What follows belongs to an exercise in optimizing a design on an open flow for small area, a short achievable clock period and few clock cycles per item; a production flow would make more cautious choices.
Function was checked by simulation only, so behaviour that the tests miss may differ from the original.
The flow treats the clock pin as an ideal source, which a real chip does not have.
Power figures rest on the tool's default switching activity, not on a simulated workload.

==> flow/design.v, too long to show whole: its modules and the start of the top module <==
// module dot_product_sequencer: 1942 lines
module dot_product_sequencer #(
    parameter int unsigned ADDR_W = 10,
    parameter int unsigned LEN_W  = 10
) (
    input  logic              clk,
    input  logic              rst,
    input  logic              start,
    input  logic [LEN_W-1:0]  len,
    input  logic [ADDR_W-1:0] a_base,
    input  logic [ADDR_W-1:0] b_base,
    output logic              mem_rd,
    output logic [ADDR_W-1:0] mem_addr_a,
    output logic [ADDR_W-1:0] mem_addr_b,
    input  logic [31:0]       mem_rdata_a,
    input  logic [31:0]       mem_rdata_b,
    output logic              busy,
    output logic              done,
    output logic [31:0]       result
);
  // ...
==> flow/flow/run.sh <==
#!/bin/bash
set -e
export SETUP_SLACK_MARGIN=7.95
export BUFFER_PORTS_ARGS="-buffer_cell sky130_fd_sc_hd__buf_1"
R=orfs/results/sky130hd/dot_product_sequencer/base
bash standard.sh synth > synth.log 2>&1
cp $R/1_2_yosys.v 1_2_yosys.standard.v
python3 flow/fapol.py 1_2_yosys.standard.v $R/1_2_yosys.v > fapol.log 2>&1
bash standard.sh cts > cts.log 2>&1
SKEW_BUFS="sky130_fd_sc_hd__clkbuf_1 sky130_fd_sc_hd__clkbuf_1 sky130_fd_sc_hd__clkbuf_1 sky130_fd_sc_hd__clkbuf_8" SKEW_DB=$R/4_cts.odb openroad -no_init -exit flow/skew.tcl > skew.log 2>&1
bash standard.sh finish > standard.log 2>&1
==> flow/flow/fapol.py <==
#!/usr/bin/env python3
"""Re-assign full-adder polarity in a mapped sky130 netlist to remove inverters.

A full adder is self-dual: FA(~a,~b,~c) = (~sum, ~cout). Yosys' extract_fa picks each
adder's polarity on its own, which leaves inverters between adders. This pass chooses,
for every fa cell (and every xor2/xnor2 cell, which can swap type for free), whether it
works on inverted signals, so that as few inverters as possible remain, then rewires.
Usage: fapol.py IN.v OUT.v
"""
import re, sys, random
from collections import defaultdict

src = open(sys.argv[1]).read()
m = re.search(r'\n\s*sky130_fd_sc_hd__', src)
head_end = m.start()
tail_start = src.rindex('endmodule')
head, body, tail = src[:head_end], src[head_end:tail_start], src[tail_start:]

cell_re = re.compile(r'\s*(sky130_fd_sc_hd__\w+)\s+(\S+)\s*\((.*?)\);', re.S)
pin_re = re.compile(r'\.(\w+)\(\s*(.*?)\s*\)\s*(?:,|$)', re.S)
cells = []
pos = 0
for mm in cell_re.finditer(body):
    assert body[pos:mm.start()].strip() == '', body[pos:mm.start()][:200]
    pos = mm.end()
    pins = [(p, n) for p, n in pin_re.findall(mm.group(3))]
    cells.append({'type': mm.group(1), 'name': mm.group(2), 'pins': pins})
assert body[pos:].strip() == '', body[pos:][:200]

OUTPINS = {'X', 'Y', 'Q', 'Q_N', 'SUM', 'COUT', 'HI', 'LO'}
def short(t): return t.replace('sky130_fd_sc_hd__', '')
def is_inv(c): return re.match(r'(clk)?inv_\d+$', short(c['type'])) is not None

# ports: nets in the module header
port_nets = set()
for mm in re.finditer(r'^\s*(input|output|inout)\s+(\[[^\]]*\]\s*)?([^;]+);', head, re.M):
    for n in mm.group(3).split(','):
        port_nets.add(n.strip())
def base(n):
    n = n.strip()
    mm = re.match(r'(\\\S+|\w+)\s*(\[\d+\])?$', n)
    return mm.group(1) if mm else n
def is_port(n): return base(n) in port_nets
def is_const(n): return "'" in n

pushed_nets = []
driver = {}
sinks = defaultdict(list)   # net -> [(cell index, pin)]
for i, c in enumerate(cells):
    for p, n in c['pins']:
        if is_const(n):
            continue
        if p in OUTPINS:
            driver[n] = (i, p)
        else:
            sinks[n].append((i, p))

# push inverters that feed buffers to the buffer outputs: "inv -> buf" becomes
# "buf -> inv", so the inversion can be absorbed further down (xor cells, adder polarity)
def is_buf(c): return re.match(r'(clk)?buf_\d+$', short(c['type'])) is not None
npushed = 0
changed = True
while changed:
    changed = False
    for i in range(len(cells)):
        c = cells[i]
        if not is_buf(c):
            continue
        pins = dict(c['pins'])
        m = pins['A']; n = pins['X']
        d = driver.get(m)
        if d is None or not is_inv(cells[d[0]]) or is_port(n) or is_port(m):
            continue
        a = dict(cells[d[0]]['pins'])['A']
        if is_const(a):
            continue
        npushed += 1
        nn = f"_fapol_b{npushed}_"
        # buffer now reads the inverter's input and drives a new net; a new inverter drives n
        sinks[m] = [(ci, cp) for (ci, cp) in sinks[m] if ci != i]
        c['pins'] = [('A', a), ('X', nn)]
        sinks[a].append((i, 'A'))
        driver[nn] = (i, 'X')
        cells.append({'type': 'sky130_fd_sc_hd__inv_1', 'name': f"_fapol_bi{npushed}_",
                      'pins': [('A', nn), ('Y', n)]})
        driver[n] = (len(cells) - 1, 'Y')
        sinks[nn].append((len(cells) - 1, 'A'))
        pushed_nets.append(nn)
        changed = True
sys.stderr.write(f"fapol: pushed {npushed} inverters through buffers\n")

# inverters we may dissolve: output not a port, input not constant
dissolve = set()
for i, c in enumerate(cells):
    if is_inv(c):
        a = dict(c['pins'])['A']; y = dict(c['pins'])['Y']
        if not is_port(y) and not is_const(a):
            dissolve.add(i)

root_cache = {}
def root(n):
    if n in root_cache: return root_cache[n]
    d = driver.get(n)
    if d is not None and d[0] in dissolve:
        r, q = root(dict(cells[d[0]]['pins'])['A'])
        res = (r, q ^ 1)
    else:
        res = (n, 0)
    root_cache[n] = res
    return res

# variables: fa cells, xor2/xnor2 cells (type swap)
var_of_cell = {}
nvar = 0
for i, c in enumerate(cells):
    t = short(c['type'])
    if t.startswith('fa_') or t in ('xor2_1', 'xnor2_1'):
        var_of_cell[i] = nvar; nvar += 1

# each root net: which variable (if any) flips it
root_var = {}
for n, (i, p) in driver.items():
    if i in var_of_cell:
        root_var[n] = var_of_cell[i]

# sink records: for every sink pin of a non-dissolved cell (or port usage) on net n
# need = q(n) ^ flip(root) ^ pinflip
sink_list = []   # (cell idx, pin, root, q, pinvar or -1)
xor_in = defaultdict(list)
for i, c in enumerate(cells):
    if i in dissolve: continue
    t = short(c['type'])
    for p, n in c['pins']:
        if p in OUTPINS or is_const(n): continue
        r, q = root(n)
        if t in ('xor2_1', 'xnor2_1'):
            xor_in[i].append((p, r, q))   # parity absorbed into the cell type
            continue
        pv = var_of_cell[i] if t.startswith('fa_') else -1
        sink_list.append((i, p, r, q, pv))
# port nets driven by dissolved inverters are impossible (excluded); output ports that are
# roots read the root directly: need = flip(root)
port_sinks = []
for n in driver:
    if is_port(n):
        r, q = root(n)
        port_sinks.append((r, q))

by_root = defaultdict(list)
for k, s in enumerate(sink_list):
    by_root[s[2]].append(k)
var_roots = defaultdict(set)
for r, v in root_var.items():
    var_roots[v].add(r)
for k, (i, p, r, q, pv) in enumerate(sink_list):
    if pv >= 0: var_roots[pv].add(r)
port_roots = defaultdict(int)
for r, q in port_sinks:
    port_roots[r] |= 1

x = [0] * nvar
def root_cost(r):
    fr = x[root_var[r]] if r in root_var else 0
    if r in port_roots and fr:
        return 10 ** 6   # never flip a net that is a port
    for k in by_root[r]:
        i, p, _, q, pv = sink_list[k]
        if q ^ fr ^ (x[pv] if pv >= 0 else 0):
            return 1
    return 0

before = sum(1 for i in dissolve)
cost = sum(root_cost(r) for r in by_root)
sys.stderr.write(f"fapol: {nvar} variables, {len(dissolve)} inverters, initial cost {cost}\n")
random.seed(1)
import math
best_x = x[:]; best = cost
T = 2.0
iters = int(__import__("os").environ.get("FAPOL_ITERS", "400000"))
vr = [list(var_roots[v]) for v in range(nvar)]
for it in range(iters):
    T = 2.0 * (1 - it / iters) + 0.02
    v = random.randrange(nvar)
    rs = vr[v]
    c0 = sum(root_cost(r) for r in rs)
    x[v] ^= 1
    c1 = sum(root_cost(r) for r in rs)
    d = c1 - c0
    if d <= 0 or random.random() < math.exp(-d / T):
        cost += d
        if cost < best:
            best = cost; best_x = x[:]
    else:
        x[v] ^= 1
x = best_x
cost = sum(root_cost(r) for r in by_root)
sys.stderr.write(f"fapol: final inverter count {cost}\n")

# driver cells that have a complement with the same pins: swap the type instead of adding
# an inverter when every reader of the net wants it inverted
COMP = {}
for a_, b_ in [('nand2_1', 'and2_1'), ('nor2_1', 'or2_1'), ('nand3_1', 'and3_1'), ('nor3_1', 'or3_1'),
               ('a21oi_1', 'a21o_1'), ('o21ai_0', 'o21a_1'), ('o21ai_1', 'o21a_1'), ('a22oi_1', 'a22o_1'),
               ('a31oi_1', 'a31o_1'), ('o31ai_1', 'o31a_1'), ('a211oi_1', 'a211o_1'),
               ('o211ai_1', 'o211a_1'), ('nand2b_1', 'and2b_1'), ('nor2b_1', 'or2b_1'),
               ('a21boi_0', 'a21bo_1'), ('o21bai_1', 'o21ba_1')]:
    COMP[a_] = (b_, 'Y', 'X')
    if b_ not in COMP:
        COMP[b_] = (a_, 'X', 'Y')
extra = {}
def flip_of(r):
    return (x[root_var[r]] if r in root_var else 0) ^ extra.get(r, 0)
swapped = {}
nswap = 0
for r, ks in by_root.items():
    if r in root_var or r in port_roots or r not in driver:
        continue
    di, dp = driver[r]
    dt = short(cells[di]['type'])
    if dt not in COMP or di in dissolve:
        continue
    needs = []
    for k in ks:
        i, p, _, q, pv = sink_list[k]
        needs.append(q ^ flip_of(r) ^ (x[pv] if pv >= 0 else 0))
    if needs and all(needs):
        extra[r] = 1
        swapped[di] = COMP[dt]
        nswap += 1
sys.stderr.write(f"fapol: {nswap} drivers swapped to their complement\n")

# rewrite
newcells = []
inv_net = {}
uid = [0]
extra_wires = []
def inv_of(r):
    if r not in inv_net:
        uid[0] += 1
        n = f"_fapol_n{uid[0]}_"
        inv_net[r] = n
        extra_wires.append(n)
        newcells.append({'type': 'sky130_fd_sc_hd__inv_1', 'name': f"_fapol_i{uid[0]}_",
                         'pins': [('A', r), ('Y', n)]})
    return inv_net[r]

sink_need = {}
for k, (i, p, r, q, pv) in enumerate(sink_list):
    sink_need[(i, p)] = (r, q ^ flip_of(r) ^ (x[pv] if pv >= 0 else 0))

out = []
for i, c in enumerate(cells):
    if i in dissolve: continue
    t = short(c['type'])
    typ = c['type']
    pins = []
    swap = False
    if t in ('xor2_1', 'xnor2_1'):
        par = x[var_of_cell[i]]
        for (p_, r_, q_) in xor_in[i]:
            par ^= q_ ^ flip_of(r_)
        swap = bool(par)
    if swap:
        typ = 'sky130_fd_sc_hd__xnor2_1' if t == 'xor2_1' else 'sky130_fd_sc_hd__xor2_1'
    if i in swapped:
        typ = 'sky130_fd_sc_hd__' + swapped[i][0]
    for p, n in c['pins']:
        if p in OUTPINS:
            if swap: p = 'Y' if t == 'xor2_1' else 'X'
            if i in swapped and p == swapped[i][1]: p = swapped[i][2]
            pins.append((p, n))
        elif i in xor_in and any(pp_ == p for pp_, _, _ in xor_in[i]):
            pins.append((p, [r_ for pp_, r_, _ in xor_in[i] if pp_ == p][0]))
        elif (i, p) in sink_need:
            r, need = sink_need[(i, p)]
            pins.append((p, inv_of(r) if need else r))
        else:
            pins.append((p, n))
    out.append({'type': typ, 'name': c['name'], 'pins': pins})
out += newcells

def fmt(c):
    s = f"  {c['type']} {c['name']} (\n"
    s += ",\n".join(f"    .{p}({n}{' ' if n.startswith(chr(92)) else ''})" for p, n in c['pins'])
    return s + "\n  );\n"
wires = "".join(f"  wire {n};\n" for n in extra_wires + pushed_nets)
open(sys.argv[2], 'w').write(head.rstrip('\n') + "\n" + wires + "".join(fmt(c) for c in out) + tail)
sys.stderr.write(f"fapol: removed {len(dissolve)} inverters, added {len(newcells)}\n")
==> flow/flow/skew.tcl <==
# Delay the clock of the carry-save accumulator registers (s_acc, c_acc, ckg_r) by one extra
# buffer stage. Their inputs come from the multiplier tree (the long register-to-register
# paths); their outputs feed the tree again and the resolve adder, which have slack. None of
# them is on a path from an input or to an output.
set db_file $::env(SKEW_DB)
set buf_names $::env(SKEW_BUFS)
read_db $db_file
set block [ord::get_db_block]
set db [ord::get_db]
foreach b $buf_names {
  if {[$db findMaster $b] == "NULL"} { error "no master $b" }
}
set groups [dict create]
foreach inst [$block getInsts] {
  set name [$inst getName]
  if {[regexp {^(s_acc|c_acc|ckg_r)\\?\[} $name]} {
    set it [$inst findITerm CLK]
    set net [$it getNet]
    dict lappend groups [$net getName] $it
  }
}
set k 0
foreach netname [dict keys $groups] {
  set net [$block findNet $netname]
  set its [dict get $groups $netname]
  # centroid of the flops
  set sx 0; set sy 0; set n 0
  foreach it $its {
    set inst [$it getInst]
    set bb [$inst getBBox]
    set sx [expr {$sx + ([$bb xMin] + [$bb xMax]) / 2}]
    set sy [expr {$sy + ([$bb yMin] + [$bb yMax]) / 2}]
    incr n
  }
  set cx [expr {$sx / $n}]; set cy [expr {$sy / $n}]
  set drive $net
  set s 0
  foreach b $buf_names {
    set master [$db findMaster $b]
    set newnet [odb::dbNet_create $block "skew_clk_net_${k}_$s"]
    $newnet setSigType CLOCK
    set buf [odb::dbInst_create $block $master "skew_clk_buf_${k}_$s"]
    [$buf findITerm A] connect $drive
    [$buf findITerm X] connect $newnet
    $buf setLocation $cx $cy
    $buf setPlacementStatus PLACED
    set drive $newnet
    incr s
  }
  foreach it $its {
    $it disconnect
    $it connect $newnet
  }
  puts "skew: net $netname: moved $n flops behind $buf_names"
  incr k
}
global_connect
detailed_placement
check_placement
write_db $db_file
==> flow/standard.sh <==
#!/bin/bash
# synth_recipe.tcl (not shown) runs the flow's synth.tcl, then flattens the netlist and writes it again
# the make line also repeats each setting of config.mk as NAME=value (left out here)
make -C /OpenROAD-flow-scripts/flow DESIGN_CONFIG=/design/flow/config.mk WORK_HOME=/design/flow/orfs CLKGATE_MAP_FILE= SYNTH_SCRIPT=/design/flow/synth_recipe.tcl "${@:-finish}"
==> flow/config.mk <==
export PLATFORM = sky130hd
export DESIGN_NAME = dot_product_sequencer
export DESIGN_NICKNAME = dot_product_sequencer
export VERILOG_FILES = /design/flow/design.v
export SDC_FILE = /design/flow/constraint.sdc
export NUM_CORES = 4
export LEC_CHECK = 0
export CAP_MARGIN = 20
export CORE_MARGIN = 2
export CORE_UTILIZATION = 60
export SLEW_MARGIN = 20
==> flow/constraint.sdc <==
create_clock -name core_clock -period 12.0 [get_ports {clk}]
set_input_delay 2.4000 -clock core_clock [delete_from_list [all_inputs] [get_ports {clk}]]
set_output_delay 2.4000 -clock core_clock [all_outputs]
set_load 0.01 [all_outputs]
==> results.py, run 1 <==
metrics = {
    "run_status": {
        "status": "complete, no violations",
    },
    "critical_path": {
        "reg2reg_to": "r_result[25]",
        "crit_buf_inv": 1,
        "required_ns": 12.44,
        "critical_path.max_fanout": 3,
    },
    "grt": {
        "use_met1": 0.537,
        "grt_pass1_wl_um": 140000,
        "grt_max_degree": 51,
    },
    "power": {
        "internal_power_mw": 4.43,
        "fin_total_pwr_mw": 8.04,
        "p_leak_nw": 10.9,
        "swShare": 0.449,
    },
    "placement": {
        "hpwl_um": 55900,
        "placed_cell_area_um2": 26700,
    },
    "cts": {
        "ctsHoldBuffers": 0,
        "cts.clk_slew.worst_paths_ns": 0.07,
    },
    "route": {
        "antenna_left": 0,
        "dr_wl_met3_um": 12900,
    },
    "die": {
        "nWellTaps": 546,
        "placementRows": 76,
    },
    "synthesis": {
        "synth_area_um2": 25900,
        "yosysWarnings": 1,
        "syn_avg_cell_area_um2": 10.3,
    },
    "hold_path": {
        "min_delay_path_depth": 1,
    },
    "layout": {
        "fin_nets": 3236,
        "buf_share": 0.117,
        "non_clock_inverter_count": 53,
        "fillers": 3169,
        "seq_cells": 218,
    },
}
Testbench counts, summed over its fixed seeds: cycles 8,591, items 320.
==> run 2, diff against run 1 <==
--- a/flow/flow/run.sh
+++ b/flow/flow/run.sh
@@ -1,5 +1,5 @@
 #!/bin/bash
 set -e
-export SETUP_SLACK_MARGIN=7.95
+export SETUP_SLACK_MARGIN=7.7
 export BUFFER_PORTS_ARGS="-buffer_cell sky130_fd_sc_hd__buf_1"
 R=orfs/results/sky130hd/dot_product_sequencer/base
==> run 2 against run 1 <==
Compared with the run above: first-iteration DRC count shrank 6.2%; wire length shrank 10%; setup slack lost 0.12 ns; synthesized cell count is the same; clock power is essentially flat; sequential share of layout area grew 0.85 points; sequential power is essentially flat; via count shrank 5.5%; power shrank 1.9%; hold slack lost 0.0021 ns; cell count shrank 1.8%; critical endpoint is now r_result[31]; highest routed layer is now met4.
==> results.py, run 2 <==
metrics = {
    "cts": {
        "cts_tree": "built",
        "max-clock-path-buffers": 3,
        "h-tree-depth": 1,
        "cts.clk_slew.worst_paths_ns": 0.06,
        "ctsRootBufferMaster": "clkbuf_16",
        "ctsHoldBuffers": 0,
        "clock-sinks": 218,
        "clk_latency_ns": 1.04,
        "cts_buffers": 26,
    },
    "route": {
        "first_iter_violations": 2278,
        "route.detailed.drc": 0,
        "vias_per_cell": 6.50,
        "wire_per_inst_um": 26.5,
        "antenna_left": 0,
        "num_vias": 20300,
        "wl_um": 82700,
        "dr.pass1.iters": 7,
    },
    "critical_path": {
        "worst-setup-path-type": "reg -> reg",
        "crit_path_frequent_cell": "fa_1",
        "max_stage_delay_ns": 0.57,
        "critical_path.startpoint_type": "flip-flop",
        "setup.worst_path.end_class": "flip-flop",
        "worstReg2RegStart": "ckg_r[2]",
        "critical_path.max_fanout": 5,
        "crit_chain": "a21o_1, fa_1, fa_1, a211oi_1, o211ai_1, a31oi_2, a2111o_1, a21boi_2, o21a_1, o31ai_1",
        "crit_start": "ckg_r[2]",
        "required_ns": 12.47,
        "crit_slowest_cell": "a31oi_2",
        "cp.arrival_ns": 4.55,
    },
    "placement": {
        "hpwl_um": 55900,
        "gp_congestion": 0.890,
        "placed_cell_area_um2": 26700,
        "port_buffers": 151,
    },
    "run_status": {
        "status": "complete, no violations",
    },
    "power": {
        "ir_worst_vdd_uv": 176,
        "internal_power_mw": 4.32,
        "seqPwrFrac": 0.151,
        "swShare": 0.452,
        "pwr-share-clk": 0.142,
        "fin_total_pwr_mw": 7.89,
        "p_switching_mw": 3.56,
        "powerDensity_nw_per_um2": 279,
        "p_comb_frac": 0.708,
        "p_leak_nw": 9.94,
    },
    "die": {
        "start_util": 0.604,
        "dieWidth_um": 212,
        "die_area_um2": 44800,
        "placementRows": 76,
        "core-area_um2": 42800,
        "io_pins": 152,
        "die_y_um": 212,
    },
    "layout": {
        "fillers": 3497,
        "design_area_um2": 28200,
        "regArea_um2": 4400,
        "multi_input_comb_area_um2": 20300,
        "fin_nets": 3178,
        "drive_gt1_frac": 0.0660,
        "area_growth_syn_to_layout_pct": 9.15,
        "post-route-util": 0.660,
        "mostFrequentLayoutCell": "xnor2_1",
        "final_cell_mix": "476 x xnor2_1, 441 x fa_1, 439 x a22oi_1",
    },
    "grt": {
        "grt_max_degree": 65,
        "grt_pass1_wl_um": 129000,
        "antenna_found_initial": 1,
        "grtUsageTotal": 0.383,
        "grt_pass1_vias": 21900,
        "globalRouteOverflowTotal": 0,
    },
    "sta": {
        "slew_headroom": 0.331,
        "timing.final.max_slew_violations": 0,
        "fmax_mhz": 245,
        "tns_ns": 0,
        "finalSetupViolations": 0,
        "hold_violations": 0,
        "fin_skew_ns": 0.478,
        "layout_min_cycle_time_ns": 4.08,
        "rsz0062_at_grt": "false",
        "period_share": 0.340,
        "worstMarginPinSlew_ns": 1.00,
        "whs_ns": 0.438,
    },
    "synthesis": {
        "netlist_instances": 2499,
        "syn_nets": 3120,
        "synth_area_um2": 25900,
        "yosysWarnings": 1,
        "syn_avg_cell_area_um2": 10.3,
    },
    "run": {
        "cap_violations": 0,
    },
    "hold_path": {
        "hp-start": "r_t2",
        "hold_path.class": "reg -> reg",
    },
}
==> run 2: repair_timing <==
action                                  in CTS  in global routing
buffers inserted                             1                  0
cloned                                       0                  0
endpoints found under the setup margin      40                  5
gates resized for setup                     42                  1
==> run 2: critical path, delay by kind of cell, from the launching register on <==
kind                       cells  cell delay [ns]
adders and majority gates      2             0.89
AOI/OAI and AO/OA              8             2.42
DFF                            1             0.29
==> run 2: worst paths after layout <==
check                 endpoint  slack (ns)  depth (start not counted)
setup reg to reg  r_result[31]        7.92                         10
hold reg to reg           r_t3        0.44                          1
hold / removal            r_t3        0.44                          1
setup / recovery  r_result[31]        7.92                         10
==> run 2: stage by stage <==
| step | std cells | worst slack, ns |
|---|---|---|
| floorplan | 2499 | 7.70 |
| global placement | 3018 | 7.38 |
| detailed placement | 3018 | 7.32 |
| CTS | 3067 | 7.70 |
| global route | 3123 | 7.73 |
| finish | 3124 | 7.92 |
==> run 2: layout make-up <==
| type | count | share of cell area |
|---|---|---|
| Multi-Input combinational cell | 1973 | 0.721 |
| Sequential cell | 218 | 0.156 |
| Timing Repair Buffer | 229 | 0.0446 |
| Clock buffer | 38 | 0.0275 |
| Tap cell | 546 | 0.0242 |
| Buffer | 56 | 0.0124 |
| Clock inverter | 10 | 0.00718 |
| Inverter | 53 | 0.00705 |
| Antenna cell | 1 | 0.0000887 |
==> run 2: power groups by stage <==
stage                     Sequential, mW  Combinational, mW  Clock, mW
after floorplan                     1.15               4.09          0
after global placement              1.20               5.33          0
after detailed placement            1.20               5.57          0
after CTS                           1.19               5.64      0.909
after global routing                1.21               6.44       1.18
final                               1.19               5.58       1.12
==> run 2: per-layer routing <==
layer	global-route usage	wire, um	vias to the layer above
met4	0.213	5390	0
li1	-	-	8556
met5	0	0	-
met1	0.501	31000	10100
met3	0.0887	9180	327
met2	0.591	37100	1309
==> run 3, diff against run 2 <==
--- a/flow/flow/run.sh
+++ b/flow/flow/run.sh
@@ -1,5 +1,5 @@
 #!/bin/bash
 set -e
-export SETUP_SLACK_MARGIN=7.7
+export SETUP_SLACK_MARGIN=7.8
 export BUFFER_PORTS_ARGS="-buffer_cell sky130_fd_sc_hd__buf_1"
 R=orfs/results/sky130hd/dot_product_sequencer/base
--- a/flow/config.mk
+++ b/flow/config.mk
@@ -8,4 +8,4 @@
 export CAP_MARGIN = 20
 export CORE_MARGIN = 2
-export CORE_UTILIZATION = 60
+export CORE_UTILIZATION = 66
 export SLEW_MARGIN = 20
==> run 3 against run 2 <==
Compared with the run above: largest power group unchanged; clock power decreased by 9.8%; critical path depth unchanged; still clean on timing, DRC and antenna; sequential cell count unchanged; global-route usage increased by 2.8 points; non-clock buffer count decreased by 9; largest cell class unchanged; maximum frequency increased by 2.8%.
==> results.py, run 3 <==
metrics = {
    "run_status": {
        "status": "complete, no violations",
    },
    "sta": {
        "tns_ns": 0,
        "slew_headroom": 0.461,
        "fmax_mhz": 252,
        "worstMarginPinSlew_ns": 0.808,
        "finalSetupViolations": 0,
        "setup_ws_ns": 8.04,
        "fin_skew_ns": 0.552,
        "layout_min_cycle_time_ns": 3.96,
        "period_share": 0.330,
        "hold_violations": 0,
        "timing.final.max_slew_violations": 0,
        "rsz0062_at_grt": "false",
    },
    "route": {
        "num_vias": 20800,
        "vias_per_cell": 6.76,
        "route.detailed.drc": 0,
        "wl_um": 82300,
        "dr.pass1.iters": 7,
        "antenna_left": 0,
        "first_iter_violations": 2642,
        "wire_per_inst_um": 26.7,
    },
    "power": {
        "ir_worst_vdd_uv": 188,
        "powerDensity_nw_per_um2": 277,
        "p_leak_nw": 9.90,
    },
    "placement": {
        "port_buffers": 151,
        "gp_congestion": 0.919,
        "placed_cell_area_um2": 26700,
        "hpwl_um": 53600,
        "place_ws_ns": 7.41,
    },
    "hold_path": {
        "hold_path.class": "reg -> reg",
    },
    "critical_path": {
        "critical_path.startpoint_type": "flip-flop",
        "cp.arrival_ns": 4.41,
        "setup.worst_path.end_class": "flip-flop",
        "cp-endpoint": "r_result[31]",
        "reg2reg_to": "r_result[31]",
        "required_ns": 12.45,
        "crit_start": "ckg_r[2]",
        "reg2reg_depth": 10,
        "critical_path.max_fanout": 5,
        "worstReg2RegStart": "ckg_r[2]",
        "worst-setup-path-type": "reg -> reg",
        "r2r_slack_ns": 8.04,
    },
    "die": {
        "die_y_um": 202,
        "core-area_um2": 38600,
        "start_util": 0.669,
        "placementRows": 72,
        "dieWidth_um": 202,
        "io_pins": 152,
        "die_area_um2": 40800,
    },
    "cts": {
        "clock-sinks": 218,
        "cts.clk_slew.worst_paths_ns": 0.06,
        "ctsRootBufferMaster": "clkbuf_16",
        "cts_buffers": 25,
        "h-tree-depth": 1,
        "clk_latency_ns": 1.09,
        "cts_tree": "built",
        "max-clock-path-buffers": 3,
    },
    "layout": {
        "regArea_um2": 4400,
        "area_growth_syn_to_layout_pct": 8.79,
        "fin_nets": 3168,
        "drive_gt1_frac": 0.0639,
        "mostFrequentLayoutCell": "xnor2_1",
        "diodes": 0,
        "design_area_um2": 28100,
        "fillers": 2865,
        "final_cell_mix": "476 x xnor2_1, 441 x fa_1, 439 x a22oi_1",
        "multi_input_comb_area_um2": 20400,
    },
    "synthesis": {
        "synth_area_um2": 25900,
        "yosysWarnings": 1,
        "syn_avg_cell_area_um2": 10.3,
        "netlist_instances": 2499,
        "syn_nets": 3120,
    },
    "grt": {
        "grt_pass1_vias": 22500,
        "grt_max_degree": 65,
        "globalRouteOverflowTotal": 0,
        "grtUsageTotal": 0.411,
        "grt_pass1_wl_um": 128000,
        "antenna_found_initial": 0,
    },
    "run": {
        "cap_violations": 0,
    },
}
## run 3: changes by cell type in the layout (fill, tap and decap cells not counted), sizes merged
cell	previous run	this run
clkbuf	94	83
clkinv	4	5
buf	229	228
clkinvlp	1	0
inv	53	55
diode	1	0
bufinv	5	3
## run 3: per-layer routing
metal | GRT usage | vias to the layer above | routed length, um
li1 | - | 8556 | -
met1 | 0.532 | 10300 | 29900
met2 | 0.620 | 1644 | 36300
met3 | 0.129 | 360 | 11100
met4 | 0.222 | 0 | 5010
met5 | 0 | - | 0
## run 3: metrics by stage
| stage | total power [mW] | util | instances | hold WS [ns] |
|---|---|---|---|---|
| 2_1_floorplan | 5.25 | - | 2499 | 0.414 |
| 3_3_place_gp | 6.47 | 0.691 | 2987 | 0.417 |
| 3_5_place_dp | 6.77 | 0.691 | 2987 | 0.452 |
| 4_1_cts | 7.62 | 0.720 | 3035 | 0.459 |
| 5_1_grt | 8.70 | 0.728 | 3083 | 0.465 |
| 6_report | 7.80 | 0.728 | 3083 | 0.451 |
## run 3: timing repair
item	in CTS	in global routing
gates resized for setup	69	4
hold buffers	0	0
setup buffers	3	0
setup endpoints to repair	39	15
## run 3: layout make-up
cell class / count / area share
plain buffers: 48 / 0.0107
multi-input cells: 1973 / 0.724
repair buffers: 228 / 0.0488
well taps: 518 / 0.0230
inverters: 53 / 0.00707
clock inverters: 10 / 0.00511
flip-flops and latches: 218 / 0.156
clock buffers: 35 / 0.0254
## run 3: worst min-delay path by stage
stage          cells after the start  start  endpoint  slack [ns]
6_report                           1   r_t1      r_t2        0.45
5_1_grt                            1   r_t1      r_t2        0.47
4_1_cts                            1   r_t1      r_t2        0.46
3_5_place_dp                       2   r_t3    r_done        0.45
3_3_place_gp                       1   r_t1      r_t2        0.42
2_1_floorplan                      1   r_t1      r_t2        0.41
## run 3: power by group
| group | switching (mW) | internal (mW) | total (mW) |
|---|---|---|---|
| Clock | 0.394 | 0.614 | 1.01 |
| Combinational | 3.03 | 2.56 | 5.60 |
| Sequential | 0.145 | 1.05 | 1.20 |
| Total | 3.57 | 4.23 | 7.80 |
## run 3: critical path, cell delays in order (launching register included)
cell	delay [ns]
dfxtp_1	0.29
a21o_1	0.19
fa_1	0.42
fa_1	0.50
a211oi_1	0.36
o211ai_1	0.30
a31oi_4	0.39
a2111o_1	0.39
a21boi_2	0.12
o21a_1	0.20
o31ai_1	0.28
==> run 4, diff against run 3 <==
--- a/flow/config.mk
+++ b/flow/config.mk
@@ -8,4 +8,4 @@
 export CAP_MARGIN = 20
 export CORE_MARGIN = 2
-export CORE_UTILIZATION = 66
+export CORE_UTILIZATION = 60
 export SLEW_MARGIN = 20
==> run 4 against run 3 <==
Compared with the run above: non-clock buffer count rose by 8; setup slack improved by 0.035 ns; core utilization fell by 6.8 points; first-iteration DRC count fell by 19%; highest routed layer unchanged; critical path type is now in -> reg; wire length fell by 0.95%; register-to-register slack improved by 0.12 ns; maximum frequency rose by 0.88%.
==> results.py, run 4 <==
metrics = {
    "run_status": {
        "status": "complete, no violations",
    },
    "placement": {
        "port_buffers": 151,
        "hpwl_um": 56200,
        "gp_congestion": 0.901,
        "placed_cell_area_um2": 26700,
    },
    "grt": {
        "grt_max_degree": 65,
        "grt_pass1_vias": 21600,
        "globalRouteOverflowTotal": 0,
        "antenna_found_initial": 0,
        "grt_pass1_wl_um": 127000,
        "grtUsageTotal": 0.377,
    },
    "power": {
        "p_leak_nw": 9.92,
        "powerDensity_nw_per_um2": 273,
        "ir_worst_vdd_uv": 174,
    },
    "cts": {
        "h-tree-depth": 1,
        "clock-sinks": 218,
        "max-clock-path-buffers": 3,
        "clk_latency_ns": 1.05,
        "cts.clk_slew.worst_paths_ns": 0.06,
        "ctsRootBufferMaster": "clkbuf_16",
        "cts_buffers": 26,
        "cts_tree": "built",
        "ctsHoldBuffers": 0,
    },
    "sta": {
        "rsz0062_at_grt": "false",
        "finalSetupViolations": 0,
        "worstMarginPinSlew_ns": 0.877,
        "timing.final.max_slew_violations": 0,
        "slew_headroom": 0.415,
        "period_share": 0.328,
        "hold_violations": 0,
        "fmax_mhz": 254,
        "tns_ns": 0,
        "fin_skew_ns": 0.497,
        "layout_min_cycle_time_ns": 3.93,
    },
    "hold_path": {
        "hold_path.class": "reg -> reg",
    },
    "synthesis": {
        "syn_nets": 3120,
        "netlist_instances": 2499,
        "yosysWarnings": 1,
        "syn_avg_cell_area_um2": 10.3,
        "synth_area_um2": 25900,
    },
    "route": {
        "vias_per_cell": 6.53,
        "num_vias": 20400,
        "wire_per_inst_um": 26.1,
        "route.detailed.drc": 0,
        "first_iter_violations": 2134,
        "dr.pass1.iters": 7,
        "antenna_left": 0,
        "wl_um": 81600,
    },
    "die": {
        "core-area_um2": 42800,
        "placementRows": 76,
        "die_y_um": 212,
        "io_pins": 152,
        "start_util": 0.604,
        "dieWidth_um": 212,
        "die_area_um2": 44800,
    },
    "layout": {
        "fin_nets": 3177,
        "area_growth_syn_to_layout_pct": 9.13,
        "drive_gt1_frac": 0.0653,
        "final_cell_mix": "476 x xnor2_1, 441 x fa_1, 439 x a22oi_1",
        "design_area_um2": 28200,
        "mostFrequentLayoutCell": "xnor2_1",
        "diodes": 0,
    },
    "critical_path": {
        "setup.worst_path.end_class": "flip-flop",
        "critical_path.startpoint_type": "input port",
        "required_ns": 12.43,
        "cp.arrival_ns": 4.36,
        "worst-setup-path-type": "in -> reg",
        "critical_path.max_fanout": 9,
    },
    "run": {
        "cap_violations": 0,
    },
}
run 4: what timing repair did:
action,4_1_cts,5_1_grt
endpoints found under the hold margin,0,0
buffers inserted,3,0
gates resized for setup,79,0
endpoints found under the setup margin,53,0
run 4: per-layer routing:
| layer | GRT usage | routed length (um) | up-vias | share of wire |
|---|---|---|---|---|
| met4 | 0.198 | 4840 | 0 | 0.059 |
| met2 | 0.579 | 36900 | 1268 | 0.45 |
| li1 | - | - | 8562 | - |
| met3 | 0.0862 | 8340 | 295 | 0.10 |
| met5 | 0 | 0 | - | 0 |
| met1 | 0.499 | 31500 | 10200 | 0.39 |
run 4: cell type report:
type / instances / area (um^2)
Fill cell: 3494 / 14600
Sequential cell: 218 / 4420
Timing Repair Buffer: 232 / 1390
Inverter: 53 / 199
Clock buffer: 36 / 718
Buffer: 52 / 325
Multi-Input combinational cell: 1973 / 20300
Tap cell: 546 / 683
Clock inverter: 9 / 151
run 4: final timing paths:
path	start	end	slack, ns	depth (start not counted)
setup / recovery	rst	r_result[25]	8.07	5
hold / removal	r_t2	r_t3	0.44	1
setup reg to reg	ckg_r[2]	r_result[25]	8.16	10
hold reg to reg	r_t2	r_t3	0.44	1
run 4: metrics by stage:
step / worst slack (ns) / total power [mW] / utilization / hold slack [ns] / std cells
5_1_grt: 7.88 / 8.69 / 0.659 / 0.470 / 3119
2_1_floorplan: 7.81 / 5.25 / - / 0.414 / 2499
6_report: 8.07 / 7.71 / 0.659 / 0.441 / 3119
4_1_cts: 7.80 / 7.61 / 0.652 / 0.441 / 3067
3_5_place_dp: 7.39 / 6.75 / 0.625 / 0.427 / 3019
3_3_place_gp: 7.42 / 6.52 / 0.625 / 0.416 / 3019
run 4: power breakdown:
| group | switching (mW) | internal, mW | leakage (nW) | total, mW |
|---|---|---|---|---|
| Sequential | 0.146 | 1.05 | 1.82 | 1.20 |
| Clock | 0.393 | 0.626 | 0.560 | 1.02 |
| Combinational | 2.96 | 2.54 | 7.54 | 5.50 |
| Total | 3.50 | 4.21 | 9.92 | 7.71 |
run 4: worst max-delay path, cell delays in order:
cell      delay [ns]
buf_1           0.18
a21oi_1         0.62
buf_4           0.30
inv_1           0.35
a311oi_1        0.49

-- port drivers added, routing unchanged --
How much do the figures lean on ideal ports? The routed layouts below were timed once more, with nothing changed but the port constraints.
Step 1 assumes that a clkbuf_16 drives the clock port and a buf_2 every other input.
Step 2, shift: input delay + t, output delay - t, t = (earliest + latest rising clock arrival at the registers) / 2. This alone moves slack from input paths to output paths.
a / b / c = no drivers / after step 1 / after step 2; a / b = the first two.
run | t, ns | setup slack, ns | hold slack, ns | latest minus earliest clock arrival (ns)
run 1 | 0.895 | 8.040 / 8.040 / 7.653 | 0.440 / 0.440 / 0.440 | 0.532 / 0.532
run 2 | 0.858 | 7.923 / 7.923 / 7.329 | 0.438 / 0.438 / 0.438 | 0.478 / 0.478
run 3 | 0.872 | 8.035 / 8.035 / 7.370 | 0.451 / 0.451 / 0.451 | 0.552 / 0.552
run 4 | 0.862 | 8.070 / 8.107 / 7.245 | 0.441 / 0.441 / 0.441 | 0.501 / 0.502
In every run listed the clock reaches the registers at very different times; t lies between them, and the last value is a rough guide only. For run 4, which loses most, drivers alone change the setup slack by +0.037 ns; drivers and shift together by -0.825 ns.
